What follows belongs to an exercise in optimizing a design on an open flow for small area and a short achievable clock period; a production flow would make more cautious choices.
Where RTL was checked, it was by simulation tests only, not by an equivalence proof against the original.
Power is estimated from default activity; no workload was simulated.

Design dvp_frame_writer, start of the top module:
module dvp_frame_writer #(
    parameter int BURST_LEN    = 64,
    parameter int FIFO_DEPTH   = 256,
    parameter int FRAME_PIXELS = 307200,
    parameter int ADDR_W       = 20,
    parameter int BASE_ADDR    = 0
) (
    input  logic                        sclk,          
    input  logic                        rst,           
    input  logic                        frame_start,   
    input  logic                        pix_valid,     
    input  logic [15:0]                 pix_data,      
    output logic                        wr_req,        
    output logic [ADDR_W-1:0]           wr_addr,       
    input  logic                        wr_ack,        
    input  logic                        wr_data_rd,    
    output logic [15:0]                 wr_data,       
    output logic [$clog2(FIFO_DEPTH):0] fifo_level,    
    output logic                        overflow,      
    output logic                        frame_done     
);
For scale: about 8000 cells after synthesis, about 4300 flip-flops, about 0.15 mm² of cells after synthesis.
Settings: LEC_CHECK=0, ABC_CLOCK_PERIOD_IN_PS=2000, CAP_MARGIN=20, CORE_MARGIN=2, CORE_UTILIZATION=55, CTS_CLUSTER_DIAMETER=60, CTS_CLUSTER_SIZE=30, SETUP_SLACK_MARGIN=4.4, SLEW_MARGIN=20; clock period 7.0 ns.
standard.sh (not shown) runs the stock make flow with config.mk's settings and CLKGATE_MAP_FILE= SYNTH_SCRIPT=/design/flow/synth_recipe.tcl, a recipe that flattens the netlist after the stock synthesis.
==> flow/flow/run.sh <==
#!/bin/bash
# Own flow: the standard layout (standard.sh, unchanged synthesis and steps) with two
# layout options changed: the port buffers are buf_4 cells instead of the resizer's pick,
# and clock tree synthesis inserts no dummy loads.
set -euo pipefail
export BUFFER_PORTS_ARGS="-buffer_cell sky130_fd_sc_hd__buf_4"
export CTS_ARGS="-sink_clustering_enable -repair_clock_nets -sink_clustering_size 30 -sink_clustering_max_diameter 60 -dont_use_dummy_load"
bash standard.sh finish > flow_make.log 2>&1
Rerun with:
Settings changed: CORE_UTILIZATION 55 to 62.
What happened:
- The new run ran to the end with no violations
- global-route usage goes up by 3.4 points
- design area goes down slightly
- count of clock-buffer cells in the layout goes down by 28
- worst setup slack is better by 51 ps
- worst hold slack is better by 19 ps
Rerun with:
Settings changed: ABC_AREA set to 1, ABC_CLOCK_PERIOD_IN_PS 2000 to unset, CORE_UTILIZATION 62 to 55.
Wire length came out higher by about 7%.
Non-clock buffer count came out higher by 9.
Design area came out higher by about 5.5%.
Global-route usage came out lower by 2.4 points.
Register-to-register slack gets better by 120 ps.
Critical path depth came out lower by 16.
Fmax is about the same.
Rerun with:
--- a/flow/flow/run.sh
+++ b/flow/flow/run.sh
@@ -6,3 +6,3 @@
 export BUFFER_PORTS_ARGS="-buffer_cell sky130_fd_sc_hd__buf_4"
-export CTS_ARGS="-sink_clustering_enable -repair_clock_nets -sink_clustering_size 30 -sink_clustering_max_diameter 60 -dont_use_dummy_load"
+export CTS_ARGS="-sink_clustering_enable -repair_clock_nets -sink_clustering_size 18 -sink_clustering_max_diameter 45 -dont_use_dummy_load -sink_clustering_buffer sky130_fd_sc_hd__clkbuf_8"
 bash standard.sh finish > flow_make.log 2>&1
Settings changed: ABC_AREA 1 to unset, ABC_CLOCK_PERIOD_IN_PS set to 2000.
- utilization grows by 0.51 points
- die area shrinks by about 4.7%
- wire length shrinks by about 5.6%
- sequential share of layout area grows by 3.1 points
- sequential power barely changes
- count of clock-buffer cells in the layout grows by 182

---

Another version of the RTL of dvp_frame_writer (not shown whole).
Size: ~4200 flip-flops, ~70 I/O pins.
export LEC_CHECK = 0
export CAP_MARGIN = 20
export CORE_MARGIN = 2
export CORE_UTILIZATION = 70
export CTS_CLUSTER_DIAMETER = 50
export CTS_CLUSTER_SIZE = 30
export SETUP_SLACK_MARGIN = 4.3
export SLEW_MARGIN = 20
create_clock -name core_clock -period 7.0 [get_ports {sclk}]
run.sh (not shown) runs the stock make flow with config.mk's settings and CLKGATE_MAP_FILE= SYNTH_SCRIPT=/design/flow/synth_recipe.tcl, a recipe that flattens the netlist after the stock synthesis.
Stock flow here: none of the scripts above is used.
Edit:
==> flow/flow/run.sh (new file) <==
#!/bin/bash
# Own flow: the standard layout (standard.sh, unchanged synthesis and steps) with two
# layout options changed: the port buffers are buf_4 cells instead of the resizer's pick,
# and clock tree synthesis inserts no dummy loads.
set -euo pipefail
export BUFFER_PORTS_ARGS="-buffer_cell sky130_fd_sc_hd__buf_4"
export CTS_ARGS="-sink_clustering_enable -repair_clock_nets -sink_clustering_size 30 -sink_clustering_max_diameter 60 -dont_use_dummy_load"
bash standard.sh finish > flow_make.log 2>&1
==> flow/standard.sh (new file) <==
#!/bin/bash
# synth_recipe.tcl (not shown) runs the flow's synth.tcl, then flattens the netlist and writes it again
# the make line also repeats each setting of config.mk as NAME=value (left out here)
make -C /OpenROAD-flow-scripts/flow DESIGN_CONFIG=/design/flow/config.mk WORK_HOME=/design/flow/orfs CLKGATE_MAP_FILE= SYNTH_SCRIPT=/design/flow/synth_recipe.tcl "${@:-finish}"
- ABC_CLOCK_PERIOD_IN_PS: unset -> 2000
- CORE_UTILIZATION: 70 -> 55
- CTS_CLUSTER_DIAMETER: 50 -> 60
- SETUP_SLACK_MARGIN: 4.3 -> 4.0
removed: flow/run.sh
The new run went through all stages and came out clean.
Design area goes down by about 4%.
Setup slack improved by 210 ps.
Clock-buffer cell count shrinks by 103.
Critical path depth stays the same.
Routed wire length goes down by 3.2%.
Hold slack gets worse by 45 ps.

---

lane 1:
Another version of the RTL of dvp_frame_writer (not shown whole).
Size: ~4200 flip-flops, about 70 I/O pins.
Design dvp_frame_writer, start of the top module:
module dvp_frame_writer #(
    parameter int BURST_LEN    = 64,
    parameter int FIFO_DEPTH   = 256,
    parameter int FRAME_PIXELS = 307200,
    parameter int ADDR_W       = 20,
    parameter int BASE_ADDR    = 0
) (
    input  logic                        sclk,          
    input  logic                        rst,           
    input  logic                        frame_start,   
    input  logic                        pix_valid,     
    input  logic [15:0]                 pix_data,      
    output logic                        wr_req,        
    output logic [ADDR_W-1:0]           wr_addr,       
    input  logic                        wr_ack,        
    input  logic                        wr_data_rd,    
    output logic [15:0]                 wr_data,       
    output logic [$clog2(FIFO_DEPTH):0] fifo_level,    
    output logic                        overflow,      
    output logic                        frame_done     
);
clock: 7.0 ns
lec_check: 0
abc_clock_period_in_ps: 2000
cap_margin: 20
core_margin: 2
core_utilization: 65
cts_cluster_diameter: 60
cts_cluster_size: 30
setup_slack_margin: 4.0
slew_margin: 20
standard.sh (not shown) runs the stock make flow with config.mk's settings and CLKGATE_MAP_FILE= SYNTH_SCRIPT=/design/flow/synth_recipe.tcl, a recipe that flattens the netlist after the stock synthesis.
==> flow/flow/run.sh <==
#!/bin/bash
# Own flow: the standard layout (standard.sh, unchanged synthesis and steps) with two
# layout options changed: the port buffers are buf_4 cells instead of the resizer's pick,
# and clock tree synthesis inserts no dummy loads.
set -euo pipefail
export BUFFER_PORTS_ARGS="-buffer_cell sky130_fd_sc_hd__buf_4"
export CTS_ARGS="-sink_clustering_enable -repair_clock_nets -sink_clustering_size 30 -sink_clustering_max_diameter 60 -dont_use_dummy_load"
bash standard.sh finish > flow_make.log 2>&1
What lane 2 does differently from lane 1 at the input level:
- setting TNS_END_PERCENT to 10 for the first time
- changing CORE_UTILIZATION from 65 to 55
## What came out
Of lane 1 and lane 2, the run reporting the lower design area was lane 1. Lane 1 → lane 2: met2 usage in global routing shrank by 6.2 points, cell area reported after detailed placement went up by 0.55%, post-synthesis to final-layout area growth saw an increase, final cell utilization of the core now sits lower. Full die area: lane 2 worse than lane 1. From lane 1 to lane 2 the numbers moved as follows: maximum single-stage delay on the critical path saw a decrease; number of instances resized during post-cts repair grew by 16.
Function was not checked in any run of this note: the RTL went through the layout flow alone.

---

RTL: one of the versions met above, not the one the previous note started from.
Size: ~70 I/O pins.
Settings: LEC_CHECK=0, ABC_CLOCK_PERIOD_IN_PS=2000, CAP_MARGIN=20, CORE_MARGIN=2, CORE_UTILIZATION=55, CTS_CLUSTER_DIAMETER=60, CTS_CLUSTER_SIZE=30, SETUP_SLACK_MARGIN=4.2, SLEW_MARGIN=20; clock period 7.0 ns.
Scripts as last shown in full above: flow/flow/run.sh
The first run ran to the end with no violations.
Next try:
Settings changed: SETUP_SLACK_MARGIN 4.2 to 4.0.
Routed wire length decreases slightly.
Design area went down slightly.
First-iteration DRC count decreases by a few percent.
Clock-buffer cell count does not change.
Global-route usage went down by 0.14 points.
Via count decreases slightly.
Worst setup slack degrades by 0.087 ns.

[static timing again, ports no longer ideal]
In the flow no input, the clock included, has a driving cell. The finished layouts below were timed again as built, in two steps. Step 1: set_driving_cell puts a clkbuf_16 on sclk and a buf_2 on each other input, an assumption about the parent block. Step 2 times the ports against the registers' clock, not the clock port: input delays grow and output delays shrink by t, the midpoint of the rising clock arrivals with the driver on. Slacks: ideal / step 1 / step 2; pairs: ideal / step 1.
run	shift t [ns]	slack for setup (ns)	hold WS [ns]	worst setup path at the end	cell pins on the clock port's net
the first run of note 1	1.000	4.169 / 4.068 / 3.545	0.377 / 0.377 / 0.377	input to register	1
the second run of note 1	0.964	4.220 / 4.128 / 3.475	0.396 / 0.396 / 0.396	input to register	1
the third run of note 1	1.006	4.220 / 4.105 / 3.611	0.396 / 0.396 / 0.396	input to register	1
the fourth run of note 1	0.990	4.174 / 4.069 / 3.453	0.383 / 0.383 / 0.383	input to register	1
the first run of note 2	1.066	3.578 / 3.578 / 2.896	0.423 / 0.423 / 0.423	input to register	1
the second run of note 2	1.016	3.787 / 3.775 / 3.183	0.378 / 0.378 / 0.378	input to register	1
lane 1	0.972	3.572 / 3.572 / 3.208	0.410 / 0.410 / 0.410	input to register	1
lane 2	1.018	3.709 / 3.709 / 3.158	0.413 / 0.413 / 0.413	input to register	1
the first run of note 4	1.005	4.103 / 3.996 / 3.495	0.374 / 0.374 / 0.374	input to register	1
the second run of note 4	1.004	4.015 / 3.928 / 3.383	0.379 / 0.379 / 0.379	input to register	1
After both steps setup and hold are still met in every run listed. For the second run of note 1, which loses most, drivers alone change the setup slack by -0.092 ns; drivers and shift together by -0.745 ns.
